This design comes from an exercise in tuning for small area, a short achievable clock period and few clock cycles per item on the open sky130 flow, not from production work. In this exercise RTL edits were held to simulation tests only and were not proved equivalent to the original.

$ cat flow/design.v
`default_nettype none
package rmvs_pkg;
  localparam int SAMPLE_BITS = 16;
  localparam int COUNT_BITS  = 16;
  localparam int TOTAL_BITS  = 32;
  localparam int SQ_BITS     = 48;
  localparam int MEAN_BITS   = 24;
  localparam int VAR_BITS    = 39;
  localparam int STD_BITS    = 24;
  localparam int EPOCH       = 9;
  localparam logic signed [SAMPLE_BITS-1:0] SAMPLE_MAX = 16'sh7fff;
  localparam logic signed [SAMPLE_BITS-1:0] SAMPLE_MIN = 16'sh8000;
  localparam logic [COUNT_BITS-1:0]         COUNT_FULL = 16'hffff;
endpackage
`default_nettype wire
`default_nettype none
module rmvs_mac (
  input  wire logic [17:0] ma,
  input  wire logic [16:0] mb,
  input  wire logic [36:0] base,
  output logic [36:0]      sum
);
  logic [18:0] bx;           
  logic [18:0]   ax;           
  logic [8:0] b1, b2, bn;   
  logic [18:0] pp0;
  logic [18:0] pp1;
  logic [18:0] pp2;
  logic [18:0] pp3;
  logic [18:0] pp4;
  logic [18:0] pp5;
  logic [18:0] pp6;
  logic [18:0] pp7;
  logic [18:0] pp8;
  assign bx = {mb[16], mb, 1'b0};
  assign ax = {ma[17], ma};
  always_comb begin
    for (int k = 0; k < 9; k++) begin
      b1[k] = bx[2*k+1] ^ bx[2*k];
      b2[k] = (bx[2*k+2] & ~bx[2*k+1] & ~bx[2*k]) | (~bx[2*k+2] & bx[2*k+1] & bx[2*k]);
      bn[k] = bx[2*k+2];
    end
  end
  assign pp0 = ({19{b1[0]}} & ax | {19{b2[0]}} & {ax[17:0], 1'b0}) ^ {19{bn[0]}};
  assign pp1 = ({19{b1[1]}} & ax | {19{b2[1]}} & {ax[17:0], 1'b0}) ^ {19{bn[1]}};
  assign pp2 = ({19{b1[2]}} & ax | {19{b2[2]}} & {ax[17:0], 1'b0}) ^ {19{bn[2]}};
  assign pp3 = ({19{b1[3]}} & ax | {19{b2[3]}} & {ax[17:0], 1'b0}) ^ {19{bn[3]}};
  assign pp4 = ({19{b1[4]}} & ax | {19{b2[4]}} & {ax[17:0], 1'b0}) ^ {19{bn[4]}};
  assign pp5 = ({19{b1[5]}} & ax | {19{b2[5]}} & {ax[17:0], 1'b0}) ^ {19{bn[5]}};
  assign pp6 = ({19{b1[6]}} & ax | {19{b2[6]}} & {ax[17:0], 1'b0}) ^ {19{bn[6]}};
  assign pp7 = ({19{b1[7]}} & ax | {19{b2[7]}} & {ax[17:0], 1'b0}) ^ {19{bn[7]}};
  assign pp8 = ({19{b1[8]}} & ax | {19{b2[8]}} & {ax[17:0], 1'b0}) ^ {19{bn[8]}};
  logic h0s, h0c, h1s, h1c, f2s, f2c, h3s, h3c, f4s, f4c, h5s, h5c;
  logic f6s, f6c, f7s, f7c, f8s, f8c, h9s, h9c, f10s, f10c, h11s, h11c;
  logic h12s, h12c, h13s, h13c, f14s, f14c, h15s, h15c, f16s, f16c, h17s, h17c;
  logic f18s, f18c, f19s, f19c, h20s, h20c, f21s, f21c, f22s, f22c, h23s, h23c;
  logic f24s, f24c, f25s, f25c, f26s, f26c, f27s, f27c, f28s, f28c, f29s, f29c;
  logic f30s, f30c, f31s, f31c, f32s, f32c, f33s, f33c, f34s, f34c, f35s, f35c;
  logic f36s, f36c, f37s, f37c, f38s, f38c, f39s, f39c, f40s, f40c, f41s, f41c;
  logic f42s, f42c, f43s, f43c, f44s, f44c, f45s, f45c, f46s, f46c, f47s, f47c;
  logic f48s, f48c, f49s, f49c, f50s, f50c, f51s, f51c, f52s, f52c, h53s, h53c;
  logic f54s, f54c, f55s, f55c, f56s, f56c, h57s, h57c, f58s, f58c, h59s, h59c;
  logic h60s, h60c, h61s, h61c, f62s, f62c, h63s, h63c, f64s, f64c, h65s, h65c;
  logic f66s, f66c, f67s, f67c, f68s, f68c, f69s, f69c, f70s, f70c, f71s, f71c;
  logic f72s, f72c, f73s, f73c, f74s, f74c, f75s, f75c, f76s, f76c, f77s, f77c;
  logic f78s, f78c, f79s, f79c, f80s, f80c, f81s, f81c, f82s, f82c, f83s, f83c;
  logic f84s, f84c, f85s, f85c, f86s, f86c, f87s, f87c, f88s, f88c, f89s, f89c;
  logic f90s, f90c, f91s, f91c, f92s, f92c, f93s, f93c, f94s, f94c, f95s, f95c;
  logic f96s, f96c, f97s, f97c, f98s, f98c, f99s, f99c, f100s, f100c, f101s, f101c;
  logic f102s, f102c, f103s, f103c, f104s, f104c, f105s, f105c, f106s, f106c, f107s, f107c;
  logic f108s, f108c, h109s, h109c, f110s, f110c, h111s, h111c, h112s, h112c, h113s, h113c;
  logic f114s, f114c, f115s, f115c, f116s, f116c, f117s, f117c, f118s, f118c, f119s, f119c;
  logic f120s, f120c, f121s, f121c, f122s, f122c, f123s, f123c, f124s, f124c, f125s, f125c;
  logic f126s, f126c, f127s, f127c, f128s, f128c, f129s, f129c, f130s, f130c, f131s, f131c;
  logic f132s, f132c, f133s, f133c, f134s, f134c, f135s, f135c, f136s, f136c, f137s, f137c;
  logic f138s, f138c, f139s, f139c, f140s, f140c, f141s, f141c, f142s, f142c, h143s, h143c;
  logic h144s, h144c, h145s, h145c, f146s, f146c, f147s, f147c, f148s, f148c, f149s, f149c;
  logic f150s, f150c, f151s, f151c, f152s, f152c, f153s, f153c, f154s, f154c, f155s, f155c;
  logic f156s, f156c, f157s, f157c, f158s, f158c, f159s, f159c, f160s, f160c, f161s, f161c;
  logic f162s, f162c, f163s, f163c, f164s, f164c, f165s, f165c, f166s, f166c, f167s, f167c;
  logic f168s, f168c, f169s, f169c, f170s, f170c, f171s, f171c, f172s, f172c, f173s, f173c;
  logic f174s, f174c, f175s, f175c, f176s, f176c, f177s, f177c, f178s, f178c, h179s, h179c;
  logic h180s, h180c;
  logic [36:0] ra, rb;
  assign h0s = pp0[14] ^ pp1[12];
  assign h0c = pp0[14] & pp1[12];
  assign h1s = pp0[15] ^ pp1[13];
  assign h1c = pp0[15] & pp1[13];
  assign f2s = pp0[16] ^ pp1[14] ^ pp2[12];
  assign f2c = (pp0[16] & pp1[14]) | (pp0[16] & pp2[12]) | (pp1[14] & pp2[12]);
  assign h3s = pp3[10] ^ pp4[8];
  assign h3c = pp3[10] & pp4[8];
  assign f4s = pp0[17] ^ pp1[15] ^ pp2[13];
  assign f4c = (pp0[17] & pp1[15]) | (pp0[17] & pp2[13]) | (pp1[15] & pp2[13]);
  assign h5s = pp3[11] ^ pp4[9];
  assign h5c = pp3[11] & pp4[9];
  assign f6s = ~pp0[18] ^ pp1[16] ^ pp2[14];
  assign f6c = (~pp0[18] & pp1[16]) | (~pp0[18] & pp2[14]) | (pp1[16] & pp2[14]);
  assign f7s = pp3[12] ^ pp4[10] ^ pp5[8];
  assign f7c = (pp3[12] & pp4[10]) | (pp3[12] & pp5[8]) | (pp4[10] & pp5[8]);
  assign f8s = pp1[17] ^ pp2[15] ^ pp3[13];
  assign f8c = (pp1[17] & pp2[15]) | (pp1[17] & pp3[13]) | (pp2[15] & pp3[13]);
  assign h9s = pp4[11] ^ pp5[9];
  assign h9c = pp4[11] & pp5[9];
  assign f10s = ~pp1[18] ^ pp2[16] ^ pp3[14];
  assign f10c = (~pp1[18] & pp2[16]) | (~pp1[18] & pp3[14]) | (pp2[16] & pp3[14]);
  assign h11s = pp2[17] ^ pp3[15];
  assign h11c = pp2[17] & pp3[15];
  assign h12s = pp0[8] ^ pp1[6];
  assign h12c = pp0[8] & pp1[6];
  assign h13s = pp0[9] ^ pp1[7];
  assign h13c = pp0[9] & pp1[7];
  assign f14s = pp0[10] ^ pp1[8] ^ pp2[6];
  assign f14c = (pp0[10] & pp1[8]) | (pp0[10] & pp2[6]) | (pp1[8] & pp2[6]);
  assign h15s = pp3[4] ^ pp4[2];
  assign h15c = pp3[4] & pp4[2];
  assign f16s = pp0[11] ^ pp1[9] ^ pp2[7];
  assign f16c = (pp0[11] & pp1[9]) | (pp0[11] & pp2[7]) | (pp1[9] & pp2[7]);
  assign h17s = pp3[5] ^ pp4[3];
  assign h17c = pp3[5] & pp4[3];
  assign f18s = pp0[12] ^ pp1[10] ^ pp2[8];
  assign f18c = (pp0[12] & pp1[10]) | (pp0[12] & pp2[8]) | (pp1[10] & pp2[8]);
  assign f19s = pp3[6] ^ pp4[4] ^ pp5[2];
  assign f19c = (pp3[6] & pp4[4]) | (pp3[6] & pp5[2]) | (pp4[4] & pp5[2]);
  assign h20s = pp6[0] ^ bn[6];
  assign h20c = pp6[0] & bn[6];
  assign f21s = pp0[13] ^ pp1[11] ^ pp2[9];
  assign f21c = (pp0[13] & pp1[11]) | (pp0[13] & pp2[9]) | (pp1[11] & pp2[9]);
  assign f22s = pp3[7] ^ pp4[5] ^ pp5[3];
  assign f22c = (pp3[7] & pp4[5]) | (pp3[7] & pp5[3]) | (pp4[5] & pp5[3]);
  assign h23s = pp6[1] ^ base[13];
  assign h23c = pp6[1] & base[13];
  assign f24s = h0s ^ pp2[10] ^ pp3[8];
  assign f24c = (h0s & pp2[10]) | (h0s & pp3[8]) | (pp2[10] & pp3[8]);
  assign f25s = pp4[6] ^ pp5[4] ^ pp6[2];
  assign f25c = (pp4[6] & pp5[4]) | (pp4[6] & pp6[2]) | (pp5[4] & pp6[2]);
  assign f26s = pp7[0] ^ bn[7] ^ base[14];
  assign f26c = (pp7[0] & bn[7]) | (pp7[0] & base[14]) | (bn[7] & base[14]);
  assign f27s = h0c ^ h1s ^ pp2[11];
  assign f27c = (h0c & h1s) | (h0c & pp2[11]) | (h1s & pp2[11]);
  assign f28s = pp3[9] ^ pp4[7] ^ pp5[5];
  assign f28c = (pp3[9] & pp4[7]) | (pp3[9] & pp5[5]) | (pp4[7] & pp5[5]);
  assign f29s = pp6[3] ^ pp7[1] ^ base[15];
  assign f29c = (pp6[3] & pp7[1]) | (pp6[3] & base[15]) | (pp7[1] & base[15]);
  assign f30s = h1c ^ f2s ^ h3s;
  assign f30c = (h1c & f2s) | (h1c & h3s) | (f2s & h3s);
  assign f31s = pp5[6] ^ pp6[4] ^ pp7[2];
  assign f31c = (pp5[6] & pp6[4]) | (pp5[6] & pp7[2]) | (pp6[4] & pp7[2]);
  assign f32s = pp8[0] ^ bn[8] ^ base[16];
  assign f32c = (pp8[0] & bn[8]) | (pp8[0] & base[16]) | (bn[8] & base[16]);
  assign f33s = f2c ^ h3c ^ f4s;
  assign f33c = (f2c & h3c) | (f2c & f4s) | (h3c & f4s);
  assign f34s = h5s ^ pp5[7] ^ pp6[5];
  assign f34c = (h5s & pp5[7]) | (h5s & pp6[5]) | (pp5[7] & pp6[5]);
  assign f35s = pp7[3] ^ pp8[1] ^ base[17];
  assign f35c = (pp7[3] & pp8[1]) | (pp7[3] & base[17]) | (pp8[1] & base[17]);
  assign f36s = f4c ^ h5c ^ f6s;
  assign f36c = (f4c & h5c) | (f4c & f6s) | (h5c & f6s);
  assign f37s = f7s ^ pp6[6] ^ pp7[4];
  assign f37c = (f7s & pp6[6]) | (f7s & pp7[4]) | (pp6[6] & pp7[4]);
  assign f38s = pp8[2] ^ 1'b1 ^ base[18];
  assign f38c = (pp8[2] & 1'b1) | (pp8[2] & base[18]) | (1'b1 & base[18]);
  assign f39s = f6c ^ f7c ^ f8s;
  assign f39c = (f6c & f7c) | (f6c & f8s) | (f7c & f8s);
  assign f40s = h9s ^ pp6[7] ^ pp7[5];
  assign f40c = (h9s & pp6[7]) | (h9s & pp7[5]) | (pp6[7] & pp7[5]);
  assign f41s = pp8[3] ^ 1'b1 ^ base[19];
  assign f41c = (pp8[3] & 1'b1) | (pp8[3] & base[19]) | (1'b1 & base[19]);
  assign f42s = f8c ^ h9c ^ f10s;
  assign f42c = (f8c & h9c) | (f8c & f10s) | (h9c & f10s);
  assign f43s = pp4[12] ^ pp5[10] ^ pp6[8];
  assign f43c = (pp4[12] & pp5[10]) | (pp4[12] & pp6[8]) | (pp5[10] & pp6[8]);
  assign f44s = pp7[6] ^ pp8[4] ^ base[20];
  assign f44c = (pp7[6] & pp8[4]) | (pp7[6] & base[20]) | (pp8[4] & base[20]);
  assign f45s = f10c ^ h11s ^ pp4[13];
  assign f45c = (f10c & h11s) | (f10c & pp4[13]) | (h11s & pp4[13]);
  assign f46s = pp5[11] ^ pp6[9] ^ pp7[7];
  assign f46c = (pp5[11] & pp6[9]) | (pp5[11] & pp7[7]) | (pp6[9] & pp7[7]);
  assign f47s = pp8[5] ^ 1'b1 ^ base[21];
  assign f47c = (pp8[5] & 1'b1) | (pp8[5] & base[21]) | (1'b1 & base[21]);
  assign f48s = h11c ^ ~pp2[18] ^ pp3[16];
  assign f48c = (h11c & ~pp2[18]) | (h11c & pp3[16]) | (~pp2[18] & pp3[16]);
  assign f49s = pp4[14] ^ pp5[12] ^ pp6[10];
  assign f49c = (pp4[14] & pp5[12]) | (pp4[14] & pp6[10]) | (pp5[12] & pp6[10]);
  assign f50s = pp7[8] ^ pp8[6] ^ base[22];
  assign f50c = (pp7[8] & pp8[6]) | (pp7[8] & base[22]) | (pp8[6] & base[22]);
  assign f51s = pp3[17] ^ pp4[15] ^ pp5[13];
  assign f51c = (pp3[17] & pp4[15]) | (pp3[17] & pp5[13]) | (pp4[15] & pp5[13]);
  assign f52s = pp6[11] ^ pp7[9] ^ pp8[7];
  assign f52c = (pp6[11] & pp7[9]) | (pp6[11] & pp8[7]) | (pp7[9] & pp8[7]);
  assign h53s = 1'b1 ^ base[23];
  assign h53c = 1'b1 & base[23];
  assign f54s = ~pp3[18] ^ pp4[16] ^ pp5[14];
  assign f54c = (~pp3[18] & pp4[16]) | (~pp3[18] & pp5[14]) | (pp4[16] & pp5[14]);
  assign f55s = pp6[12] ^ pp7[10] ^ pp8[8];
  assign f55c = (pp6[12] & pp7[10]) | (pp6[12] & pp8[8]) | (pp7[10] & pp8[8]);
  assign f56s = pp4[17] ^ pp5[15] ^ pp6[13];
  assign f56c = (pp4[17] & pp5[15]) | (pp4[17] & pp6[13]) | (pp5[15] & pp6[13]);
  assign h57s = pp7[11] ^ pp8[9];
  assign h57c = pp7[11] & pp8[9];
  assign f58s = ~pp4[18] ^ pp5[16] ^ pp6[14];
  assign f58c = (~pp4[18] & pp5[16]) | (~pp4[18] & pp6[14]) | (pp5[16] & pp6[14]);
  assign h59s = pp5[17] ^ pp6[15];
  assign h59c = pp5[17] & pp6[15];
  assign h60s = pp0[4] ^ pp1[2];
  assign h60c = pp0[4] & pp1[2];
  assign h61s = pp0[5] ^ pp1[3];
  assign h61c = pp0[5] & pp1[3];
  assign f62s = pp0[6] ^ pp1[4] ^ pp2[2];
  assign f62c = (pp0[6] & pp1[4]) | (pp0[6] & pp2[2]) | (pp1[4] & pp2[2]);
  assign h63s = pp3[0] ^ bn[3];
  assign h63c = pp3[0] & bn[3];
  assign f64s = pp0[7] ^ pp1[5] ^ pp2[3];
  assign f64c = (pp0[7] & pp1[5]) | (pp0[7] & pp2[3]) | (pp1[5] & pp2[3]);
  assign h65s = pp3[1] ^ base[7];
  assign h65c = pp3[1] & base[7];
  assign f66s = h12s ^ pp2[4] ^ pp3[2];
  assign f66c = (h12s & pp2[4]) | (h12s & pp3[2]) | (pp2[4] & pp3[2]);
  assign f67s = pp4[0] ^ bn[4] ^ base[8];
  assign f67c = (pp4[0] & bn[4]) | (pp4[0] & base[8]) | (bn[4] & base[8]);
  assign f68s = h12c ^ h13s ^ pp2[5];
  assign f68c = (h12c & h13s) | (h12c & pp2[5]) | (h13s & pp2[5]);
  assign f69s = pp3[3] ^ pp4[1] ^ base[9];
  assign f69c = (pp3[3] & pp4[1]) | (pp3[3] & base[9]) | (pp4[1] & base[9]);
  assign f70s = h13c ^ f14s ^ h15s;
  assign f70c = (h13c & f14s) | (h13c & h15s) | (f14s & h15s);
  assign f71s = pp5[0] ^ bn[5] ^ base[10];
  assign f71c = (pp5[0] & bn[5]) | (pp5[0] & base[10]) | (bn[5] & base[10]);
  assign f72s = f14c ^ h15c ^ f16s;
  assign f72c = (f14c & h15c) | (f14c & f16s) | (h15c & f16s);
  assign f73s = h17s ^ pp5[1] ^ base[11];
  assign f73c = (h17s & pp5[1]) | (h17s & base[11]) | (pp5[1] & base[11]);
  assign f74s = f16c ^ h17c ^ f18s;
  assign f74c = (f16c & h17c) | (f16c & f18s) | (h17c & f18s);
  assign f75s = f19s ^ h20s ^ base[12];
  assign f75c = (f19s & h20s) | (f19s & base[12]) | (h20s & base[12]);
  assign f76s = f18c ^ f19c ^ h20c;
  assign f76c = (f18c & f19c) | (f18c & h20c) | (f19c & h20c);
  assign f77s = f21s ^ f22s ^ h23s;
  assign f77c = (f21s & f22s) | (f21s & h23s) | (f22s & h23s);
  assign f78s = f21c ^ f22c ^ h23c;
  assign f78c = (f21c & f22c) | (f21c & h23c) | (f22c & h23c);
  assign f79s = f24s ^ f25s ^ f26s;
  assign f79c = (f24s & f25s) | (f24s & f26s) | (f25s & f26s);
  assign f80s = f24c ^ f25c ^ f26c;
  assign f80c = (f24c & f25c) | (f24c & f26c) | (f25c & f26c);
  assign f81s = f27s ^ f28s ^ f29s;
  assign f81c = (f27s & f28s) | (f27s & f29s) | (f28s & f29s);
  assign f82s = f27c ^ f28c ^ f29c;
  assign f82c = (f27c & f28c) | (f27c & f29c) | (f28c & f29c);
  assign f83s = f30s ^ f31s ^ f32s;
  assign f83c = (f30s & f31s) | (f30s & f32s) | (f31s & f32s);
  assign f84s = f30c ^ f31c ^ f32c;
  assign f84c = (f30c & f31c) | (f30c & f32c) | (f31c & f32c);
  assign f85s = f33s ^ f34s ^ f35s;
  assign f85c = (f33s & f34s) | (f33s & f35s) | (f34s & f35s);
  assign f86s = f33c ^ f34c ^ f35c;
  assign f86c = (f33c & f34c) | (f33c & f35c) | (f34c & f35c);
  assign f87s = f36s ^ f37s ^ f38s;
  assign f87c = (f36s & f37s) | (f36s & f38s) | (f37s & f38s);
  assign f88s = f36c ^ f37c ^ f38c;
  assign f88c = (f36c & f37c) | (f36c & f38c) | (f37c & f38c);
  assign f89s = f39s ^ f40s ^ f41s;
  assign f89c = (f39s & f40s) | (f39s & f41s) | (f40s & f41s);
  assign f90s = f39c ^ f40c ^ f41c;
  assign f90c = (f39c & f40c) | (f39c & f41c) | (f40c & f41c);
  assign f91s = f42s ^ f43s ^ f44s;
  assign f91c = (f42s & f43s) | (f42s & f44s) | (f43s & f44s);
  assign f92s = f42c ^ f43c ^ f44c;
  assign f92c = (f42c & f43c) | (f42c & f44c) | (f43c & f44c);
  assign f93s = f45s ^ f46s ^ f47s;
  assign f93c = (f45s & f46s) | (f45s & f47s) | (f46s & f47s);
  assign f94s = f45c ^ f46c ^ f47c;
  assign f94c = (f45c & f46c) | (f45c & f47c) | (f46c & f47c);
  assign f95s = f48s ^ f49s ^ f50s;
  assign f95c = (f48s & f49s) | (f48s & f50s) | (f49s & f50s);
  assign f96s = f48c ^ f49c ^ f50c;
  assign f96c = (f48c & f49c) | (f48c & f50c) | (f49c & f50c);
  assign f97s = f51s ^ f52s ^ h53s;
  assign f97c = (f51s & f52s) | (f51s & h53s) | (f52s & h53s);
  assign f98s = f51c ^ f52c ^ h53c;
  assign f98c = (f51c & f52c) | (f51c & h53c) | (f52c & h53c);
  assign f99s = f54s ^ f55s ^ base[24];
  assign f99c = (f54s & f55s) | (f54s & base[24]) | (f55s & base[24]);
  assign f100s = f54c ^ f55c ^ f56s;
  assign f100c = (f54c & f55c) | (f54c & f56s) | (f55c & f56s);
  assign f101s = h57s ^ 1'b1 ^ base[25];
  assign f101c = (h57s & 1'b1) | (h57s & base[25]) | (1'b1 & base[25]);
  assign f102s = f56c ^ h57c ^ f58s;
  assign f102c = (f56c & h57c) | (f56c & f58s) | (h57c & f58s);
  assign f103s = pp7[12] ^ pp8[10] ^ base[26];
  assign f103c = (pp7[12] & pp8[10]) | (pp7[12] & base[26]) | (pp8[10] & base[26]);
  assign f104s = f58c ^ h59s ^ pp7[13];
  assign f104c = (f58c & h59s) | (f58c & pp7[13]) | (h59s & pp7[13]);
  assign f105s = pp8[11] ^ 1'b1 ^ base[27];
  assign f105c = (pp8[11] & 1'b1) | (pp8[11] & base[27]) | (1'b1 & base[27]);
  assign f106s = h59c ^ ~pp5[18] ^ pp6[16];
  assign f106c = (h59c & ~pp5[18]) | (h59c & pp6[16]) | (~pp5[18] & pp6[16]);
  assign f107s = pp7[14] ^ pp8[12] ^ base[28];
  assign f107c = (pp7[14] & pp8[12]) | (pp7[14] & base[28]) | (pp8[12] & base[28]);
  assign f108s = pp6[17] ^ pp7[15] ^ pp8[13];
  assign f108c = (pp6[17] & pp7[15]) | (pp6[17] & pp8[13]) | (pp7[15] & pp8[13]);
  assign h109s = 1'b1 ^ base[29];
  assign h109c = 1'b1 & base[29];
  assign f110s = ~pp6[18] ^ pp7[16] ^ pp8[14];
  assign f110c = (~pp6[18] & pp7[16]) | (~pp6[18] & pp8[14]) | (pp7[16] & pp8[14]);
  assign h111s = pp7[17] ^ pp8[15];
  assign h111c = pp7[17] & pp8[15];
  assign h112s = pp0[2] ^ pp1[0];
  assign h112c = pp0[2] & pp1[0];
  assign h113s = pp0[3] ^ pp1[1];
  assign h113c = pp0[3] & pp1[1];
  assign f114s = h60s ^ pp2[0] ^ bn[2];
  assign f114c = (h60s & pp2[0]) | (h60s & bn[2]) | (pp2[0] & bn[2]);
  assign f115s = h60c ^ h61s ^ pp2[1];
  assign f115c = (h60c & h61s) | (h60c & pp2[1]) | (h61s & pp2[1]);
  assign f116s = h61c ^ f62s ^ h63s;
  assign f116c = (h61c & f62s) | (h61c & h63s) | (f62s & h63s);
  assign f117s = f62c ^ h63c ^ f64s;
  assign f117c = (f62c & h63c) | (f62c & f64s) | (h63c & f64s);
  assign f118s = f64c ^ h65c ^ f66s;
  assign f118c = (f64c & h65c) | (f64c & f66s) | (h65c & f66s);
  assign f119s = f66c ^ f67c ^ f68s;
  assign f119c = (f66c & f67c) | (f66c & f68s) | (f67c & f68s);
  assign f120s = f68c ^ f69c ^ f70s;
  assign f120c = (f68c & f69c) | (f68c & f70s) | (f69c & f70s);
  assign f121s = f70c ^ f71c ^ f72s;
  assign f121c = (f70c & f71c) | (f70c & f72s) | (f71c & f72s);
  assign f122s = f72c ^ f73c ^ f74s;
  assign f122c = (f72c & f73c) | (f72c & f74s) | (f73c & f74s);
  assign f123s = f74c ^ f75c ^ f76s;
  assign f123c = (f74c & f75c) | (f74c & f76s) | (f75c & f76s);
  assign f124s = f76c ^ f77c ^ f78s;
  assign f124c = (f76c & f77c) | (f76c & f78s) | (f77c & f78s);
  assign f125s = f78c ^ f79c ^ f80s;
  assign f125c = (f78c & f79c) | (f78c & f80s) | (f79c & f80s);
  assign f126s = f80c ^ f81c ^ f82s;
  assign f126c = (f80c & f81c) | (f80c & f82s) | (f81c & f82s);
  assign f127s = f82c ^ f83c ^ f84s;
  assign f127c = (f82c & f83c) | (f82c & f84s) | (f83c & f84s);
  assign f128s = f84c ^ f85c ^ f86s;
  assign f128c = (f84c & f85c) | (f84c & f86s) | (f85c & f86s);
  assign f129s = f86c ^ f87c ^ f88s;
  assign f129c = (f86c & f87c) | (f86c & f88s) | (f87c & f88s);
  assign f130s = f88c ^ f89c ^ f90s;
  assign f130c = (f88c & f89c) | (f88c & f90s) | (f89c & f90s);
  assign f131s = f90c ^ f91c ^ f92s;
  assign f131c = (f90c & f91c) | (f90c & f92s) | (f91c & f92s);
  assign f132s = f92c ^ f93c ^ f94s;
  assign f132c = (f92c & f93c) | (f92c & f94s) | (f93c & f94s);
  assign f133s = f94c ^ f95c ^ f96s;
  assign f133c = (f94c & f95c) | (f94c & f96s) | (f95c & f96s);
  assign f134s = f96c ^ f97c ^ f98s;
  assign f134c = (f96c & f97c) | (f96c & f98s) | (f97c & f98s);
  assign f135s = f98c ^ f99c ^ f100s;
  assign f135c = (f98c & f99c) | (f98c & f100s) | (f99c & f100s);
  assign f136s = f100c ^ f101c ^ f102s;
  assign f136c = (f100c & f101c) | (f100c & f102s) | (f101c & f102s);
  assign f137s = f102c ^ f103c ^ f104s;
  assign f137c = (f102c & f103c) | (f102c & f104s) | (f103c & f104s);
  assign f138s = f104c ^ f105c ^ f106s;
  assign f138c = (f104c & f105c) | (f104c & f106s) | (f105c & f106s);
  assign f139s = f106c ^ f107c ^ f108s;
  assign f139c = (f106c & f107c) | (f106c & f108s) | (f107c & f108s);
  assign f140s = f108c ^ h109c ^ f110s;
  assign f140c = (f108c & h109c) | (f108c & f110s) | (h109c & f110s);
  assign f141s = f110c ^ h111s ^ 1'b1;
  assign f141c = (f110c & h111s) | (f110c & 1'b1) | (h111s & 1'b1);
  assign f142s = h111c ^ ~pp7[18] ^ pp8[16];
  assign f142c = (h111c & ~pp7[18]) | (h111c & pp8[16]) | (~pp7[18] & pp8[16]);
  assign h143s = pp8[17] ^ 1'b1;
  assign h143c = pp8[17] & 1'b1;
  assign h144s = pp0[0] ^ bn[0];
  assign h144c = pp0[0] & bn[0];
  assign h145s = pp0[1] ^ base[1];
  assign h145c = pp0[1] & base[1];
  assign f146s = h112s ^ bn[1] ^ base[2];
  assign f146c = (h112s & bn[1]) | (h112s & base[2]) | (bn[1] & base[2]);
  assign f147s = h112c ^ h113s ^ base[3];
  assign f147c = (h112c & h113s) | (h112c & base[3]) | (h113s & base[3]);
  assign f148s = h113c ^ f114s ^ base[4];
  assign f148c = (h113c & f114s) | (h113c & base[4]) | (f114s & base[4]);
  assign f149s = f114c ^ f115s ^ base[5];
  assign f149c = (f114c & f115s) | (f114c & base[5]) | (f115s & base[5]);
  assign f150s = f115c ^ f116s ^ base[6];
  assign f150c = (f115c & f116s) | (f115c & base[6]) | (f116s & base[6]);
  assign f151s = f116c ^ f117s ^ h65s;
  assign f151c = (f116c & f117s) | (f116c & h65s) | (f117s & h65s);
  assign f152s = f117c ^ f118s ^ f67s;
  assign f152c = (f117c & f118s) | (f117c & f67s) | (f118s & f67s);
  assign f153s = f118c ^ f119s ^ f69s;
  assign f153c = (f118c & f119s) | (f118c & f69s) | (f119s & f69s);
  assign f154s = f119c ^ f120s ^ f71s;
  assign f154c = (f119c & f120s) | (f119c & f71s) | (f120s & f71s);
  assign f155s = f120c ^ f121s ^ f73s;
  assign f155c = (f120c & f121s) | (f120c & f73s) | (f121s & f73s);
  assign f156s = f121c ^ f122s ^ f75s;
  assign f156c = (f121c & f122s) | (f121c & f75s) | (f122s & f75s);
  assign f157s = f122c ^ f123s ^ f77s;
  assign f157c = (f122c & f123s) | (f122c & f77s) | (f123s & f77s);
  assign f158s = f123c ^ f124s ^ f79s;
  assign f158c = (f123c & f124s) | (f123c & f79s) | (f124s & f79s);
  assign f159s = f124c ^ f125s ^ f81s;
  assign f159c = (f124c & f125s) | (f124c & f81s) | (f125s & f81s);
  assign f160s = f125c ^ f126s ^ f83s;
  assign f160c = (f125c & f126s) | (f125c & f83s) | (f126s & f83s);
  assign f161s = f126c ^ f127s ^ f85s;
  assign f161c = (f126c & f127s) | (f126c & f85s) | (f127s & f85s);
  assign f162s = f127c ^ f128s ^ f87s;
  assign f162c = (f127c & f128s) | (f127c & f87s) | (f128s & f87s);
  assign f163s = f128c ^ f129s ^ f89s;
  assign f163c = (f128c & f129s) | (f128c & f89s) | (f129s & f89s);
  assign f164s = f129c ^ f130s ^ f91s;
  assign f164c = (f129c & f130s) | (f129c & f91s) | (f130s & f91s);
  assign f165s = f130c ^ f131s ^ f93s;
  assign f165c = (f130c & f131s) | (f130c & f93s) | (f131s & f93s);
  assign f166s = f131c ^ f132s ^ f95s;
  assign f166c = (f131c & f132s) | (f131c & f95s) | (f132s & f95s);
  assign f167s = f132c ^ f133s ^ f97s;
  assign f167c = (f132c & f133s) | (f132c & f97s) | (f133s & f97s);
  assign f168s = f133c ^ f134s ^ f99s;
  assign f168c = (f133c & f134s) | (f133c & f99s) | (f134s & f99s);
  assign f169s = f134c ^ f135s ^ f101s;
  assign f169c = (f134c & f135s) | (f134c & f101s) | (f135s & f101s);
  assign f170s = f135c ^ f136s ^ f103s;
  assign f170c = (f135c & f136s) | (f135c & f103s) | (f136s & f103s);
  assign f171s = f136c ^ f137s ^ f105s;
  assign f171c = (f136c & f137s) | (f136c & f105s) | (f137s & f105s);
  assign f172s = f137c ^ f138s ^ f107s;
  assign f172c = (f137c & f138s) | (f137c & f107s) | (f138s & f107s);
  assign f173s = f138c ^ f139s ^ h109s;
  assign f173c = (f138c & f139s) | (f138c & h109s) | (f139s & h109s);
  assign f174s = f139c ^ f140s ^ base[30];
  assign f174c = (f139c & f140s) | (f139c & base[30]) | (f140s & base[30]);
  assign f175s = f140c ^ f141s ^ base[31];
  assign f175c = (f140c & f141s) | (f140c & base[31]) | (f141s & base[31]);
  assign f176s = f141c ^ f142s ^ base[32];
  assign f176c = (f141c & f142s) | (f141c & base[32]) | (f142s & base[32]);
  assign f177s = f142c ^ h143s ^ base[33];
  assign f177c = (f142c & h143s) | (f142c & base[33]) | (h143s & base[33]);
  assign f178s = h143c ^ ~pp8[18] ^ base[34];
  assign f178c = (h143c & ~pp8[18]) | (h143c & base[34]) | (~pp8[18] & base[34]);
  assign h179s = 1'b1 ^ base[35];
  assign h179c = 1'b1 & base[35];
  assign h180s = 1'b1 ^ base[36];
  assign h180c = 1'b1 & base[36];
  assign ra[0] = h144s;
  assign rb[0] = base[0];
  assign ra[1] = h144c;
  assign rb[1] = h145s;
  assign ra[2] = h145c;
  assign rb[2] = f146s;
  assign ra[3] = f146c;
  assign rb[3] = f147s;
  assign ra[4] = f147c;
  assign rb[4] = f148s;
  assign ra[5] = f148c;
  assign rb[5] = f149s;
  assign ra[6] = f149c;
  assign rb[6] = f150s;
  assign ra[7] = f150c;
  assign rb[7] = f151s;
  assign ra[8] = f151c;
  assign rb[8] = f152s;
  assign ra[9] = f152c;
  assign rb[9] = f153s;
  assign ra[10] = f153c;
  assign rb[10] = f154s;
  assign ra[11] = f154c;
  assign rb[11] = f155s;
  assign ra[12] = f155c;
  assign rb[12] = f156s;
  assign ra[13] = f156c;
  assign rb[13] = f157s;
  assign ra[14] = f157c;
  assign rb[14] = f158s;
  assign ra[15] = f158c;
  assign rb[15] = f159s;
  assign ra[16] = f159c;
  assign rb[16] = f160s;
  assign ra[17] = f160c;
  assign rb[17] = f161s;
  assign ra[18] = f161c;
  assign rb[18] = f162s;
  assign ra[19] = f162c;
  assign rb[19] = f163s;
  assign ra[20] = f163c;
  assign rb[20] = f164s;
  assign ra[21] = f164c;
  assign rb[21] = f165s;
  assign ra[22] = f165c;
  assign rb[22] = f166s;
  assign ra[23] = f166c;
  assign rb[23] = f167s;
  assign ra[24] = f167c;
  assign rb[24] = f168s;
  assign ra[25] = f168c;
  assign rb[25] = f169s;
  assign ra[26] = f169c;
  assign rb[26] = f170s;
  assign ra[27] = f170c;
  assign rb[27] = f171s;
  assign ra[28] = f171c;
  assign rb[28] = f172s;
  assign ra[29] = f172c;
  assign rb[29] = f173s;
  assign ra[30] = f173c;
  assign rb[30] = f174s;
  assign ra[31] = f174c;
  assign rb[31] = f175s;
  assign ra[32] = f175c;
  assign rb[32] = f176s;
  assign ra[33] = f176c;
  assign rb[33] = f177s;
  assign ra[34] = f177c;
  assign rb[34] = f178s;
  assign ra[35] = f178c;
  assign rb[35] = h179s;
  assign ra[36] = h179c;
  assign rb[36] = h180s;
  assign sum = ra + rb;
endmodule
`default_nettype wire
`default_nettype none
module rmvs_front (
  input  wire logic                clk,
  input  wire logic                rst,
  input  wire logic                adv,
  input  wire logic                take,
  input  wire logic                add,
  input  wire logic                cmd,
  input  wire logic signed [15:0]  sample,
  input  wire logic                s2_wr,
  input  wire logic [47:0]         s2_nx,
  output logic [15:0]              n,
  output logic signed [31:0]       sum,
  output logic [47:0]              s2,
  output logic signed [15:0]       lo,
  output logic signed [15:0]       hi,
  output logic                     ovf,
  output logic [15:0]              n_nx,
  output logic signed [31:0]       sum_nx
);
  logic               pclr;     
  logic               padd;     
  logic               psat;     
  logic signed [15:0] px;       
  assign n_nx   = pclr ? '0 : padd ? n + 1'b1 : n;
  assign sum_nx = pclr ? '0 : padd ? sum + 32'(px) : sum;
  always_ff @(posedge clk) begin
    if (rst) begin
      pclr <= 1'b1;
      padd <= 1'b0;
      psat <= 1'b0;
      px   <= '0;
    end else if (adv) begin
      pclr <= take & cmd;
      padd <= add;
      psat <= take & ~cmd & ~add;
      px   <= sample;
    end
  end
  always_ff @(posedge clk) begin
    if (rst || (adv && pclr)) begin
      n   <= '0;
      sum <= '0;
      lo  <= rmvs_pkg::SAMPLE_MAX;
      hi  <= rmvs_pkg::SAMPLE_MIN;
      ovf <= 1'b0;
    end else if (adv) begin
      n   <= n_nx;
      sum <= sum_nx;
      if (padd && px < lo) lo <= px;
      if (padd && px > hi) hi <= px;
      if (psat) ovf <= 1'b1;
    end
  end
  always_ff @(posedge clk) begin
    if (rst || (take && cmd)) begin
      s2 <= '0;
    end else if (s2_wr) begin
      s2 <= s2_nx;
    end
  end
endmodule
module rmvs_mid (
  input  wire logic                clk,
  input  wire logic                adv,
  input  wire logic                add,
  input  wire logic signed [15:0]  sample,
  input  wire logic [3:0]          ph,
  input  wire logic [15:0]         n,
  input  wire logic signed [31:0]  sum,
  input  wire logic [47:0]         s2,
  output logic                     s2_wr,
  output logic [47:0]              s2_nx,
  output logic [31:0]              d_hi,
  output logic [31:0]              dlo,
  output logic [31:0]              den
);
  logic p0, p2, p4;
  logic acc_wr, acc_shift, base_acc;
  always_ff @(posedge clk) begin
    if (adv) begin
      p0 <= 1'b1; p2 <= 1'b0; p4 <= 1'b0;
      acc_wr <= 1'b0; acc_shift <= 1'b0; base_acc <= 1'b0;
    end else begin
      p0        <= 1'b0;
      p2        <= (ph == 4'd1);
      p4        <= (ph == 4'd3);
      acc_wr    <= (ph <= 4'd5);
      acc_shift <= (ph == 4'd1 || ph == 4'd3);
      base_acc  <= (ph >= 4'd1 && ph <= 4'd5);
    end
  end
  logic [17:0] ma;
  logic [16:0] mb;
  logic [17:0] ma_nx;
  logic [16:0] mb_nx;
  logic [36:0] msum;
  logic [17:0] ma_sel;
  logic        ma_neg;
  always_comb begin
    ma_neg = 1'b0;
    case (ph)
      4'd0: begin ma_sel = {2'b0, n};                       mb_nx = {1'b0, msum[15:0]};    end
      4'd1: begin ma_sel = {2'b0, sum[15:0]};               mb_nx = {1'b0, sum[15:0]};     ma_neg = 1'b1; end
      4'd2: begin ma_sel = {2'b0, n};                       mb_nx = {1'b0, s2[31:16]};     end
      4'd3: begin ma_sel = {sum[31], sum[31:16], 1'b0};     mb_nx = {1'b0, sum[15:0]};     ma_neg = 1'b1; end
      4'd4: begin ma_sel = {2'b0, n};                       mb_nx = {1'b0, s2[47:32]};     end
      4'd5: begin ma_sel = {{2{sum[31]}}, sum[31:16]};      mb_nx = {sum[31], sum[31:16]}; ma_neg = 1'b1; end
      4'd7, 4'd8: begin ma_sel = {2'b0, n};                 mb_nx = {1'b0, n - 1'b1};      end
      default: begin ma_sel = '0;                           mb_nx = '0;                    end
    endcase
    ma_nx = ma_neg ? 18'(-ma_sel) : ma_sel;
    if (adv) begin
      ma_nx = add ? {{2{sample[15]}}, sample} : '0;
      mb_nx = {sample[15], sample};
    end
  end
  always_ff @(posedge clk) begin
    ma <= ma_nx;
    mb <= mb_nx;
  end
  logic [36:0] acc;
  logic [36:0] base;
  assign base = ({37{p0}} & {1'b0, s2[35:0]}) | ({37{base_acc}} & acc);
  rmvs_mac u_mac (
    .ma   (ma),
    .mb   (mb),
    .base (base),
    .sum  (msum)
  );
  logic [11:0] s2_hi_inc;
  assign s2_hi_inc = s2[47:36] + 1'b1;
  assign s2_wr = p0;
  assign s2_nx = {msum[36] ? s2_hi_inc : s2[47:36], msum[35:0]};
  always_ff @(posedge clk) begin
    if (acc_wr) acc <= acc_shift ? {{16{msum[36]}}, msum[36:16]} : msum;
    if (p2) dlo[15:0]  <= msum[15:0];
    if (p4) dlo[31:16] <= msum[15:0];
    if (adv) den <= {msum[31:1], msum[0] | (n[15:1] == '0)};
  end
  assign d_hi = acc[31:0];
endmodule
`default_nettype wire
`default_nettype none
module rmvs_div3 #(
  parameter int W = 32
) (
  input  wire logic [W-1:0] r_in,
  input  wire logic [2:0]   b_in,
  input  wire logic [W-1:0] d,
  output logic [W-1:0]      r_out,
  output logic [2:0]        q
);
  logic [W-1:0] rr [4];
  always_comb begin
    rr[0] = r_in;
    for (int i = 0; i < 3; i++) begin
      logic [W:0] t;
      logic       b;
      t = {rr[i], b_in[2-i]};
      b = (t >= {1'b0, d});
      rr[i+1] = b ? W'(t - {1'b0, d}) : t[W-1:0];
      q[2-i] = b;
    end
  end
  assign r_out = rr[3];
endmodule
module rmvs_back (
  input  wire logic                clk,
  input  wire logic                adv,
  input  wire logic [3:0]          ph,
  input  wire logic [15:0]         n_in,
  input  wire logic signed [31:0]  sum_in,
  input  wire logic signed [15:0]  lo_in,
  input  wire logic signed [15:0]  hi_in,
  input  wire logic                ovf_in,
  input  wire logic [31:0]         d_hi,
  input  wire logic [31:0]         dlo_in,
  input  wire logic [31:0]         den_in,
  output logic [15:0]              sample_count,
  output logic signed [31:0]       total,
  output logic signed [15:0]       smallest,
  output logic signed [15:0]       largest,
  output logic signed [23:0]       mean_q8,
  output logic [38:0]              variance_q8,
  output logic [23:0]              std_dev_q8,
  output logic                     has_data,
  output logic                     variance_valid,
  output logic                     count_saturated
);
  logic       d1v;      
  logic       d2v;      
  logic [7:0] wsel;     
  always_ff @(posedge clk) begin
    if (adv) begin
      d1v  <= 1'b1;
      d2v  <= 1'b1;
      wsel <= 8'd1;
    end else begin
      d1v  <= (ph <= 4'd6);
      d2v  <= (ph <= 4'd4);
      wsel <= {wsel[6:0], 1'b0};
    end
  end
  logic [31:0]        rem1;
  logic [38:0]        qd1;      
  logic [31:0]        rem1_nx;
  logic [2:0]         q1;
  rmvs_div3 #(.W(32)) u_div1 (
    .r_in  (rem1),
    .b_in  (qd1[38:36]),
    .d     (den_in),
    .r_out (rem1_nx),
    .q     (q1)
  );
  always_ff @(posedge clk) begin
    if (adv) begin
      rem1 <= {d_hi[30:0], dlo_in[31]};       
      qd1  <= {dlo_in[30:0], 8'h00};          
    end else if (d1v) begin
      rem1 <= rem1_nx;
      qd1  <= {qd1[35:0], q1};
    end
  end
  logic [31:0] den2;
  logic [31:0] rem2;
  logic [38:0] qd2;
  logic [31:0] rem2_nx;
  logic [1:0]  q2;
  always_comb begin
    logic [31:0] r;
    r = rem2;
    for (int i = 0; i < 2; i++) begin
      logic [32:0] t;
      logic        b;
      t = {r, qd2[38-i]};
      b = (t >= {1'b0, den2});
      r = b ? 32'(t - {1'b0, den2}) : t[31:0];
      q2[1-i] = b;
    end
    rem2_nx = r;
  end
  always_ff @(posedge clk) begin
    if (adv) begin
      sample_count    <= n_in;
      total           <= sum_in;
      smallest        <= lo_in;
      largest         <= hi_in;
      count_saturated <= ovf_in;
      den2            <= den_in;
      qd2             <= {qd1[35:0], q1};
    end else if (d2v) begin
      qd2  <= {qd2[36:0], q2};
    end
  end
  always_ff @(posedge clk) begin
    rem2 <= adv ? rem1_nx : rem2_nx;
  end
  assign has_data       = (sample_count != '0);
  assign variance_valid = (sample_count[15:1] != '0);
  assign variance_q8    = qd2;
  logic [31:0] amag1;
  logic [15:0] ndiv;
  logic [15:0] mrem;
  logic [23:0] mq;
  logic [15:0] mrem_nx;
  logic [2:0]  mqb;
  assign amag1 = sum_in[31] ? 32'(-sum_in) : 32'(sum_in);
  assign ndiv  = {sample_count[15:1], sample_count[0] | (sample_count == '0)};
  rmvs_div3 #(.W(16)) u_mdiv (
    .r_in  (mrem),
    .b_in  (mq[23:21]),
    .d     (ndiv),
    .r_out (mrem_nx),
    .q     (mqb)
  );
  always_ff @(posedge clk) begin
    mrem <= adv ? amag1[31:16] : mrem_nx;
    if (adv) begin
      mq   <= {amag1[15:0], 8'h00};
    end else if (wsel != '0) begin
      mq   <= {mq[20:0], mqb};
    end
  end
  assign mean_q8 = total[31] ? 24'(-mq) : mq;
  logic [23:0] root;
  logic [24:0] srem;
  logic [5:0]  win;
  logic [23:0] sroot [4];
  logic [24:0] sr    [4];
  always_comb begin
    win = {6{wsel[6]}} & {qd2[3:0], 2'b00};
    for (int c = 0; c < 6; c++) begin
      win = win | ({6{wsel[c]}} & qd2[27-4*c -: 6]);
    end
  end
  always_comb begin
    sroot[0] = root;
    sr[0]    = srem;
    for (int i = 0; i < 3; i++) begin
      logic [26:0] a;
      logic [26:0] t;
      logic        b;
      a = {sr[i], win[5-2*i -: 2]};
      t = {1'b0, sroot[i], 2'b01};
      b = (a >= t);
      sr[i+1]    = b ? 25'(a - t) : a[24:0];
      sroot[i+1] = {sroot[i][22:0], b};
    end
  end
  always_ff @(posedge clk) begin
    srem <= adv ? '0 : sr[3];
    if (adv) begin
      root <= '0;
    end else if (wsel != '0) begin
      root <= sroot[3];
    end
  end
  assign std_dev_q8 = root;
endmodule
`default_nettype wire
`default_nettype none
module running_mean_variance_stats_top (
  input  wire logic                                    clk,
  input  wire logic                                    rst,
  input  wire logic                                    in_valid,
  output logic                                         in_stall,
  input  wire logic                                    cmd,
  input  wire logic signed [rmvs_pkg::SAMPLE_BITS-1:0] sample,
  output logic                                         out_valid,
  input  wire logic                                    out_stall,
  output logic [rmvs_pkg::COUNT_BITS-1:0]              sample_count,
  output logic signed [rmvs_pkg::TOTAL_BITS-1:0]       total,
  output logic signed [rmvs_pkg::SAMPLE_BITS-1:0]      smallest,
  output logic signed [rmvs_pkg::SAMPLE_BITS-1:0]      largest,
  output logic signed [rmvs_pkg::MEAN_BITS-1:0]        mean_q8,
  output logic [rmvs_pkg::VAR_BITS-1:0]                variance_q8,
  output logic [rmvs_pkg::STD_BITS-1:0]                std_dev_q8,
  output logic                                         has_data,
  output logic                                         variance_valid,
  output logic                                         count_saturated
);
  localparam logic [3:0] PH_LAST = 4'(rmvs_pkg::EPOCH - 1);
  logic [3:0] ph;
  logic       last;
  logic       adv;
  logic       take;
  logic       add;
  logic       m_vld;
  logic       v1_vld;
  logic       v2_vld;
  assign last      = (ph == PH_LAST);
  assign out_valid = last & v2_vld;
  assign adv       = last & ~(v2_vld & out_stall);
  assign in_stall  = ~adv;
  assign take      = adv & in_valid;
  always_ff @(posedge clk) begin
    if (rst) begin
      ph     <= PH_LAST;
      m_vld  <= 1'b0;
      v1_vld <= 1'b0;
      v2_vld <= 1'b0;
    end else begin
      if (adv) begin
        ph     <= '0;
        m_vld  <= take;
        v1_vld <= m_vld;
        v2_vld <= v1_vld;
      end else if (!last) begin
        ph <= ph + 1'b1;
      end
    end
  end
  logic [15:0]        n;
  logic signed [31:0] sum;
  logic [47:0]        s2;
  logic signed [15:0] lo;
  logic signed [15:0] hi;
  logic               ovf;
  logic               s2_wr;
  logic [47:0]        s2_nx;
  logic [31:0]        d_hi;
  logic [31:0]        dlo;
  logic [31:0]        den;
  logic [15:0]        n_nx;
  logic signed [31:0] sum_nx;
  assign add = take & ~cmd & (n_nx != rmvs_pkg::COUNT_FULL);
  rmvs_front u_front (
    .clk          (clk),
    .rst          (rst),
    .adv          (adv),
    .take         (take),
    .add          (add),
    .cmd          (cmd),
    .sample       (sample),
    .s2_wr        (s2_wr),
    .s2_nx        (s2_nx),
    .n            (n),
    .sum          (sum),
    .s2           (s2),
    .lo           (lo),
    .hi           (hi),
    .ovf          (ovf),
    .n_nx         (n_nx),
    .sum_nx       (sum_nx)
  );
  rmvs_mid u_mid (
    .clk          (clk),
    .adv          (adv),
    .add          (add),
    .sample       (sample),
    .ph           (ph),
    .n            (n_nx),
    .sum          (sum_nx),
    .s2           (s2),
    .s2_wr        (s2_wr),
    .s2_nx        (s2_nx),
    .d_hi         (d_hi),
    .dlo          (dlo),
    .den          (den)
  );
  rmvs_back u_back (
    .clk             (clk),
    .adv             (adv),
    .ph              (ph),
    .n_in            (n),
    .sum_in          (sum),
    .lo_in           (lo),
    .hi_in           (hi),
    .ovf_in          (ovf),
    .d_hi            (d_hi),
    .dlo_in          (dlo),
    .den_in          (den),
    .sample_count    (sample_count),
    .total           (total),
    .smallest        (smallest),
    .largest         (largest),
    .mean_q8         (mean_q8),
    .variance_q8     (variance_q8),
    .std_dev_q8      (std_dev_q8),
    .has_data        (has_data),
    .variance_valid  (variance_valid),
    .count_saturated (count_saturated)
  );
endmodule
`default_nettype wire
$ cat flow/run.sh
#!/bin/bash
# synth_recipe.tcl (not shown) runs the flow's synth.tcl, then flattens the netlist and writes it again
# the make line also repeats each setting of config.mk as NAME=value (left out here)
make -C /OpenROAD-flow-scripts/flow DESIGN_CONFIG=/design/flow/config.mk WORK_HOME=/design/flow/orfs CLKGATE_MAP_FILE= SYNTH_SCRIPT=/design/flow/synth_recipe.tcl finish
$ cat flow/config.mk
export PLATFORM = sky130hd
export DESIGN_NAME = running_mean_variance_stats_top
export DESIGN_NICKNAME = running_mean_variance_stats_top
export VERILOG_FILES = /design/flow/design.v
export SDC_FILE = /design/flow/constraint.sdc
export NUM_CORES = 4
export LEC_CHECK = 0
export ABC_AREA = 1
export CAP_MARGIN = 5
export CORE_MARGIN = 2
export CORE_UTILIZATION = 40
export SETUP_SLACK_MARGIN = 2.0
export SLEW_MARGIN = 5
$ cat flow/constraint.sdc
create_clock -name core_clock -period 9.5 [get_ports {clk}]
set_input_delay 1.9000 -clock core_clock [delete_from_list [all_inputs] [get_ports {clk}]]
set_output_delay 1.9000 -clock core_clock [all_outputs]
set_load 0.01 [all_outputs]
==> results.cfg, run 1 <==
[yosys]
ys_ff_latch = 650
yosysWarnings = 11
syn_avg_cell_area_um2 = 7.37
syn-instance-count = 7465
synth_nets = 8062
synth_ff_type = edfxtp_1
ys_types = 72
synth_edf_count = 332
synth_top_area_share_pct = 18.1
syn_area_um2 = 55000
ys_async_sr_fraction_pct = 0
yosysSeqAreaShare_pct = 29.7
synth_area_leaders = edfxtp_1 18%, dfxtp_1 12%, nand2_1 11%, ha_1 9.7%, inv_1 7.3%
yosysTopAreaCell = edfxtp_1

[clocking]
cts_tree = done
htreeDepth = 3
cts_buffers = 79
clockBufferDepth = 3
cts_sinks = 650
clk_latency_ns = 0.71
root_buffer = clkbuf_16
clk_pin_slew_ns = 0.06

[timing]
relSlewSlack_pct = 23.2
fmax_ghz = 0.138
finalSetupViolCount = 0
min_period_ns = 7.26
period_share_pct = 76.4
rsz0062_at_grt = true
drv_slew = 0
fin_setup_tns_ns = 0
fin_skew_ns = 0.0624
worst_slack_ns = 2.24
final-hold-violation-count = 0
tightest_slew_ns = 1.15

[layout]
fin_area_um2 = 64200
drive_gt1_share_pct = 9.76
fin_util_pct = 46.9
mostFrequentLayoutCells = 1507 x nand2_1, 1041 x inv_1, 570 x a21oi_1
areaGrowthSynthToFinish_pct = 16.7
layout.nets = 8262
final_common_cell = nand2_1

[route]
drc = 0
first_pass_iters = 6
drtIter0Drc = 5517
vias_per_cell = 5.58
ant_nets = 0
routed_wl_um = 206000
routedWlPerCell_um = 21.6
vias = 53200

[setup_path]
required_ns = 9.93
endpoint_kind = flip-flop
crit_type = flip-flop to flip-flop
arrival_ns = 7.69
slowest_stage = edfxtp_1
slowest_delay_ns = 0.45
cp-start-kind = flip-flop
crit_fanout = 15

[global_route]
grt_antenna_before_repair = 13
grt_pass1_wl_um = 305000
grt_pass1_vias = 50000
grt_use_total_pct = 28.2
grt_max_degree = 155
globalRouteOverflowTotal = 0

[floorplanning]
dieArea_um2 = 141000
dieWidth_um = 375
core-area_um2 = 137000
io_pins = 193
num_rows = 136
start_util_pct = 40.2
die_h_um = 375

[outcome]
status = timing/DRC/antenna clean

[min_path]
hold_class = flip-flop to flip-flop

[placed_design]
place.gp.congestion = 0.990
dp_hpwl_um = 158000
pre_cts_ws_ns = 0.750
place.port_buffers = 192
placed_area_um2 = 58600

[flow_run]
drv_cap = 0
-- what timing repair did --
item / CTS / global route
resized for setup: 163 / 298
gates cloned: 6 / 8
hold buffers: 0 / 0
endpoints found under the hold margin: 0 / 0
buffers inserted: 39 / 84
endpoints found under the setup margin: 112 / 138
pin swaps: 36 / 84
-- path summary, 6_finish.rpt --
check                                  start                     endpoint  slack, ns  cells after the start
setup / recovery     u_mid.den[17]$_DFFE_PP_    u_back.rem1[28]$_DFFE_PP_       2.24                     42
hold reg to reg   u_front.hi[6]$_SDFFE_PP0P_  u_back.largest[6]$_DFFE_PP_       0.44                      0
setup reg to reg     u_mid.den[17]$_DFFE_PP_    u_back.rem1[28]$_DFFE_PP_       2.24                     42
hold / removal    u_front.hi[6]$_SDFFE_PP0P_  u_back.largest[6]$_DFFE_PP_       0.44                      0
-- logic make-up (layout without fill, tap and decap cells) --
kind of cell             Yosys count  count (layout)  share of synthesized area [%]
AND/OR/NAND/NOR                 2595            2603                           19.8
AO/OA/AOI/OAI                   1808            1808                           18.3
buffers and inverters           1374            1633                           9.72
flip-flops                       650             650                           29.7
adder cells (fa/ha/maj)          576             576                           15.2
XOR/XNOR                         460             460                           7.33
multiplexers                       2               2                         0.0364
other                              0               3                              0
-- synthesized netlist by cell type, types with 16 or more instances --
cell,n
buf_2,30
nor2_1,400
edfxtp_1,332
a21boi_0,16
nand4_1,58
xnor2_1,133
o21bai_1,23
a21oi_1,614
fa_1,151
ha_1,425
inv_1,1075
o21ai_1,86
a221oi_1,17
o21a_1,47
o22ai_1,215
a21o_1,25
nor4_1,39
a31oi_1,33
nor3_1,72
clkbuf_1,183
a211oi_1,21
xor2_1,326
nand3_1,348
buf_1,34
dfxtp_1,318
buf_4,28
or2_2,55
nand2_1,1566
o21ai_0,621
-- layer usage --
layer / vias up / GRT usage [%] / share of wire [%]
li1: 25400 / - / -
met3: 383 / 3.67 / 7.6
met2: 2136 / 44.5 / 44
met5: - / 0 / 0.015
met4: 4 / 10.3 / 3.9
met1: 25200 / 39.3 / 44
-- stage by stage --
stage,cells,hold slack [ns]
floorplan,7465,0.406
global placement,9241,0.428
detailed placement,9241,0.418
CTS,9434,0.448
global route,9528,0.457
finish,9529,0.442
-- final cells by class --
cell class	count	area (µm²)
Clock inverter	39	475
Sequential cell	650	16400
Multi-Input combinational cell	5449	35100
Clock buffer	109	2230
Fill cell	13700	72800
Antenna cell	3	7.51
Inverter	1093	4150
Timing Repair inverter	1	7.51
Tap cell	1794	2240
Timing Repair Buffer	391	3670
-- worst max-delay path: cells and delay by family (launching register included) --
kind | cells | cell delay, ns
compound gates | 11 | 2.05
xor+xnor | 1 | 0.14
fa+ha+maj | 3 | 1.02
buf+inv | 9 | 1.24
flops | 1 | 0.45
simple gates | 18 | 2.12
-- state kept, by name, indices dropped and copies added, names as in the netlist, 37 cells and up --
name / count
u_back.qd1: 39
u_back.qd2: 39
u_mid.acc: 37
u_front.s2: 48
Testbench counts, summed over its fixed seeds: cycles 43,352, items 4,800.
==> inputs of run 2 (changes only) <==
--- a/flow/config.mk
+++ b/flow/config.mk
@@ -9,5 +9,5 @@
 export CAP_MARGIN = 5
 export CORE_MARGIN = 2
 export CORE_UTILIZATION = 40
-export SETUP_SLACK_MARGIN = 2.0
+export SETUP_SLACK_MARGIN = 2.5
 export SLEW_MARGIN = 5
==> results.cfg, run 2 <==
[outcome]
status = timing/DRC/antenna clean

[layout]
drive_gt1_share_pct = 16.1
layout.nets = 8443
top_register = u_front.s2
fin_cells = 9708
mostFrequentLayoutCells = 1382 x nand2_1, 1009 x inv_1, 564 x a21oi_1
final.fill_count = 13200
multi_input_area_um2 = 37300
areaGrowthSynthToFinish_pct = 23.9
reg_top3 = u_front.s2 (48), u_back.qd1 (39), u_back.qd2 (39)
seq_area_um2 = 16400
final_common_cell = nand2_1
largest_register_ffs = 48

[floorplanning]
dieWidth_um = 375
core-area_um2 = 137000
dieArea_um2 = 141000
start_util_pct = 40.2
die_h_um = 375
num_rows = 136
io_pins = 193

[flow_run]
drv_cap = 0

[timing]
final-hold-violation-count = 0
whs_ns = 0.432
period_share_pct = 75.8
relSlewSlack_pct = 15.3
rsz0062_at_grt = true
fin_setup_tns_ns = 0
min_period_ns = 7.20
tightest_slew_ns = 1.27
fin_skew_ns = 0.0493
fmax_ghz = 0.139
finalSetupViolCount = 0
drv_slew = 0

[setup_path]
slowest_delay_ns = 0.48
arrival_ns = 7.60
crit_type = flip-flop to flip-flop
cp-start-kind = flip-flop
endpoint_kind = flip-flop
crit_fanout = 7
slowest_stage = edfxtp_1
required_ns = 9.90
cp_common_cell = nand2_1

[route]
routed_wl_um = 213000
ant_nets = 0
vias = 54400
routedWlPerCell_um = 21.9
drc = 0
vias_per_cell = 5.60
first_pass_iters = 6
drtIter0Drc = 5589

[yosys]
synth_top_area_share_pct = 18.1
ys_ff_latch = 650
synth_area_leaders = edfxtp_1 18%, dfxtp_1 12%, nand2_1 11%, ha_1 9.7%, inv_1 7.3%
synthMostInstantiatedCell = nand2_1
syn_avg_cell_area_um2 = 7.37
ys_async_sr_fraction_pct = 0
yosysTopAreaCell = edfxtp_1
synthTopCellsByCount = 1566 x nand2_1, 1075 x inv_1, 621 x o21ai_0, 614 x a21oi_1, 425 x ha_1
synth_ff_type = edfxtp_1
yosysSeqAreaShare_pct = 29.7
syn_area_um2 = 55000
yosysWarnings = 11
ys_types = 72
synth_edf_count = 332
synth_nets = 8062
syn-instance-count = 7465

[global_route]
grt_antenna_before_repair = 7
grt_use_total_pct = 28.8
grt_pass1_wl_um = 314000
grt_max_degree = 169
grt_pass1_vias = 51600
globalRouteOverflowTotal = 0

[placed_design]
place.port_buffers = 192
place.gp.congestion = 0.994
dp.cells = 9245
dp_hpwl_um = 158000

[clocking]
clk_latency_ns = 0.70
cts_buffers = 78
cts_tree = done
htreeDepth = 3
clk_pin_slew_ns = 0.06
clockBufferDepth = 3
root_buffer = clkbuf_16
cts_sinks = 650
holdBufCountCts = 0

[min_path]
hold_class = flip-flop to flip-flop
-- run 2: cells by family after synthesis --
kind of cell,count (synthesis),synth area share (%)
compound gates,1808,18.3
mux,2,0.0364
fa+ha+maj,576,15.2
simple gates,2595,19.8
xor+xnor,460,7.33
flops,650,29.7
buf+inv,1374,9.72
-- run 2: final cells by class --
type	instances	share of cell area (%)
Timing Repair Buffer	575	8.04
Clock buffer	94	3.10
Sequential cell	650	24.0
Tap cell	1794	3.29
Multi-Input combinational cell	5447	54.6
Timing Repair inverter	1	0.0165
Antenna cell	3	0.0110
Inverter	1093	6.16
Clock inverter	51	0.751
-- run 2: final timing paths --
path | start | end | slack (ns) | cells after the start
setup / recovery | u_back.rem1[18]$_DFFE_PP_ | u_back.rem1[8]$_DFFE_PP_ | 2.30 | 41
hold / removal | u_front.ovf$_SDFFE_PP0P_ | u_back.count_saturated$_DFFE_PP_ | 0.43 | 0
setup reg to reg | u_back.rem1[18]$_DFFE_PP_ | u_back.rem1[8]$_DFFE_PP_ | 2.30 | 41
hold reg to reg | u_front.ovf$_SDFFE_PP0P_ | u_back.count_saturated$_DFFE_PP_ | 0.43 | 0
-- run 2: per-stage QoR --
stage / area [µm²] / utilization (%) / setup WS [ns]
floorplan: 55100 / - / 2.51
global placement: 58600 / 42.8 / 0.967
detailed placement: 58600 / 42.8 / 0.859
CTS: 65100 / 47.6 / 2.33
global route: 68200 / 49.8 / 1.97
finish: 68200 / 49.8 / 2.30
-- run 2: per-layer routing --
| layer | GRT usage (%) | wire length [µm] | up-vias |
|---|---|---|---|
| met3 | 3.48 | 15800 | 438 |
| met1 | 39.7 | 92300 | 25900 |
| met5 | 0 | 34 | - |
| met4 | 11.0 | 8760 | 4 |
| met2 | 46.0 | 95900 | 2214 |
| li1 | - | - | 25800 |
-- run 2: timing repair --
action | in CTS | in global routing
endpoints found under the setup margin | 143 | 175
cloned | 17 | 4
setup buffers | 159 | 135
pin swaps | 143 | 210
resized for setup | 552 | 464
-- run 2: critical path, delay by kind of cell (launching register included) --
kind	cells	cell delay, ns
AND/OR/NAND/NOR	17	2.22
AO/OA/AOI/OAI	10	1.56
buffers and inverters	10	1.26
adder cells (fa/ha/maj)	3	1.19
flip-flops	1	0.48
XOR/XNOR	1	0.21
==> inputs of run 3 (changes only) <==
--- a/flow/config.mk
+++ b/flow/config.mk
@@ -6,8 +6,8 @@
 export NUM_CORES = 4
 export LEC_CHECK = 0
 export ABC_AREA = 1
-export CAP_MARGIN = 5
+export CAP_MARGIN = 0
 export CORE_MARGIN = 2
 export CORE_UTILIZATION = 40
-export SETUP_SLACK_MARGIN = 2.5
-export SLEW_MARGIN = 5
+export SETUP_SLACK_MARGIN = 2.2
+export SLEW_MARGIN = 0
==> results.cfg, run 3 <==
[flow_run]
drv_cap = 0

[layout]
top_register = u_front.s2
final_common_cell = nand2_1
fin_area_um2 = 65500
areaGrowthSynthToFinish_pct = 19.1
layout.nets = 8328
drive_gt1_share_pct = 12.5
fin_util_pct = 47.8
largest_register_ffs = 48
mostFrequentLayoutCells = 1455 x nand2_1, 1027 x inv_1, 564 x a21oi_1
reg_top3 = u_front.s2 (48), u_back.qd1 (39), u_back.qd2 (39)
fin_cells = 9595

[min_path]
min_to = u_back.count_saturated$_DFFE_PP_
holdCritStartpoint = u_front.ovf$_SDFFE_PP0P_
hold_depth = 0
hold_class = flip-flop to flip-flop

[yosys]
yosysWarnings = 11
synth_top_area_share_pct = 18.1
yosysSeqAreaShare_pct = 29.7
yosysTopAreaCell = edfxtp_1
ys_ff_latch = 650
ys_types = 72
synthMostInstantiatedCell = nand2_1
synth_nets = 8062
synth_ff_type = edfxtp_1
ys_async_sr_fraction_pct = 0
syn-instance-count = 7465
synthTopCellsByCount = 1566 x nand2_1, 1075 x inv_1, 621 x o21ai_0, 614 x a21oi_1, 425 x ha_1
syn_area_um2 = 55000
syn_avg_cell_area_um2 = 7.37
synth_area_leaders = edfxtp_1 18%, dfxtp_1 12%, nand2_1 11%, ha_1 9.7%, inv_1 7.3%
synth_edf_count = 332

[timing]
drv_slew = 0
fmax_ghz = 0.140
finalSetupViolCount = 0
fin_skew_ns = 0.0500
fin_setup_tns_ns = 0
period_share_pct = 75.1
relSlewSlack_pct = 18.0
rsz0062_at_grt = true
final-hold-violation-count = 0
whs_ns = 0.426
min_period_ns = 7.14
tightest_slew_ns = 1.23

[setup_path]
arrival_ns = 7.55
r2r-start = u_back.rem1[20]$_DFFE_PP_
slowest_delay_ns = 0.48
slowest_stage = edfxtp_1
crit_fanout = 11
cp_common_cell = nand2_2
cp-start-kind = flip-flop
endpoint_kind = flip-flop
r2r_cells = 48
crit_buf_inv = 6
critical_path.top_delay_family = simple AND/OR/NAND/NOR gates
required_ns = 9.91
r2r_end = u_back.rem1[27]$_DFFE_PP_
crit_type = flip-flop to flip-flop
r2r_slack_ns = 2.36

[placed_design]
dp_hpwl_um = 163000
place.gp.congestion = 1.00
place.port_buffers = 192
placed_area_um2 = 58700
dp.cells = 9259

[route]
ant_nets = 0
first_pass_iters = 6
drtIter0Drc = 4894
vias_per_cell = 5.57
routed_wl_um = 212000
routedWlPerCell_um = 22.1
vias = 53400
drc = 0

[global_route]
grt_antenna_before_repair = 5
grt_pass1_wl_um = 312000
globalRouteOverflowTotal = 0
grt_max_degree = 127
grt_use_total_pct = 28.9
grt_pass1_vias = 50500

[floorplanning]
io_pins = 193
die_h_um = 375
dieWidth_um = 375
core-area_um2 = 137000
start_util_pct = 40.2
num_rows = 136
dieArea_um2 = 141000

[clocking]
clk_pin_slew_ns = 0.06
cts_buffers = 79
root_buffer = clkbuf_16
cts_tree = done
cts_sinks = 650
clockBufferDepth = 3
clk_latency_ns = 0.70
htreeDepth = 3

[outcome]
status = timing/DRC/antenna clean
## run 3: cell counts after synthesis
Identical to the previous run, type by type.
## run 3: worst max path at each step
stage,slack [ns],startpoint,depth (start not counted),end
2_1_floorplan,2.25,u_back.sample_count[14]$_DFFE_PP_,49,u_back.mrem[10]$_DFF_P_
3_3_place_gp,0.64,u_mid.den[1]$_DFFE_PP_,47,u_back.rem1[30]$_DFFE_PP_
3_5_place_dp,0.68,u_mid.den[1]$_DFFE_PP_,47,u_back.rem1[30]$_DFFE_PP_
4_1_cts,2.19,u_back.qd2[2]$_DFFE_PP_,44,u_back.srem[14]$_SDFF_PP0_
5_1_grt,2.03,u_back.rem1[29]$_DFFE_PP_,53,u_back.rem1[23]$_DFFE_PP_
6_report,2.36,u_back.rem1[20]$_DFFE_PP_,48,u_back.rem1[27]$_DFFE_PP_
## run 3: routing by layer
layer | share of wire [%] | vias up | track usage (%)
li1 | - | 25500 | -
met1 | 45 | 25400 | 40.8
met2 | 44 | 2068 | 45.4
met3 | 7.0 | 405 | 3.35
met4 | 4.1 | 2 | 10.8
met5 | 0.0047 | - | 0
## run 3: cells by family (layout without fill, tap and decap cells)
kind of cell    Yosys count  after routing  synth area share (%)
simple gates           2595           2596                  19.8
other cells               0              4                     0
xor+xnor                460            460                  7.33
mux                       2              2                0.0364
compound gates         1808           1808                  18.3
buf+inv                1374           1705                  9.72
fa+ha+maj               576            576                  15.2
flops                   650            650                  29.7
## run 3: final cells by class
class                      count  area [µm²]
antenna                        4        10.0
clock buffer                  92        2090
clock inverter                55         564
fill                       13600       71500
inverter                    1093        4170
multi-input combinational   5442       35900
sequential                   650       16400
tap                         1794        2240
timing repair buffer         464        4210
timing repair inverter         1        8.76
## run 3: per-stage QoR
step           setup slack [ns]
6_report                   2.36
5_1_grt                    2.03
4_1_cts                    2.19
3_5_place_dp              0.680
3_3_place_gp              0.636
2_1_floorplan              2.25
## run 3: repair_timing
action / in CTS / in global routing
pin swaps: 47 / 129
cloned: 1 / 6
gates resized for setup: 240 / 431
endpoints found under the setup margin: 119 / 160
hold buffers: 0 / 0
buffers inserted: 69 / 109

## separate check: timing with driven ports
Ports are ideal in the flow. The routed layouts listed here were re-timed in OpenROAD. Step 1 sets driving cells, clkbuf_16 on the clock port and buf_2 on the other inputs (assumed; they add their load-dependent delay and slew). Step 2 adds t to the input delays and takes it off the output delays; t is the mean of the earliest and latest rising clock arrival at the registers after step 1. Input paths then give back, and output paths get back, about the clock's delay inside the block. Slacks: no drivers / after step 1 / after step 2; pairs: no drivers / after step 1.
run	t (ns)	setup slack, ns	hold slack, ns	worst data-port slew with drivers (ns)	pins driven straight from the clock port
run 1	0.751	2.241 / 2.241 / 2.241	0.442 / 0.442 / 0.442	0.17	1
run 2	0.748	2.297 / 2.297 / 2.297	0.432 / 0.432 / 0.432	0.17	1
run 3	0.746	2.362 / 2.362 / 2.362	0.426 / 0.426 / 0.426	0.17	1
After both steps every run listed still meets setup and hold.
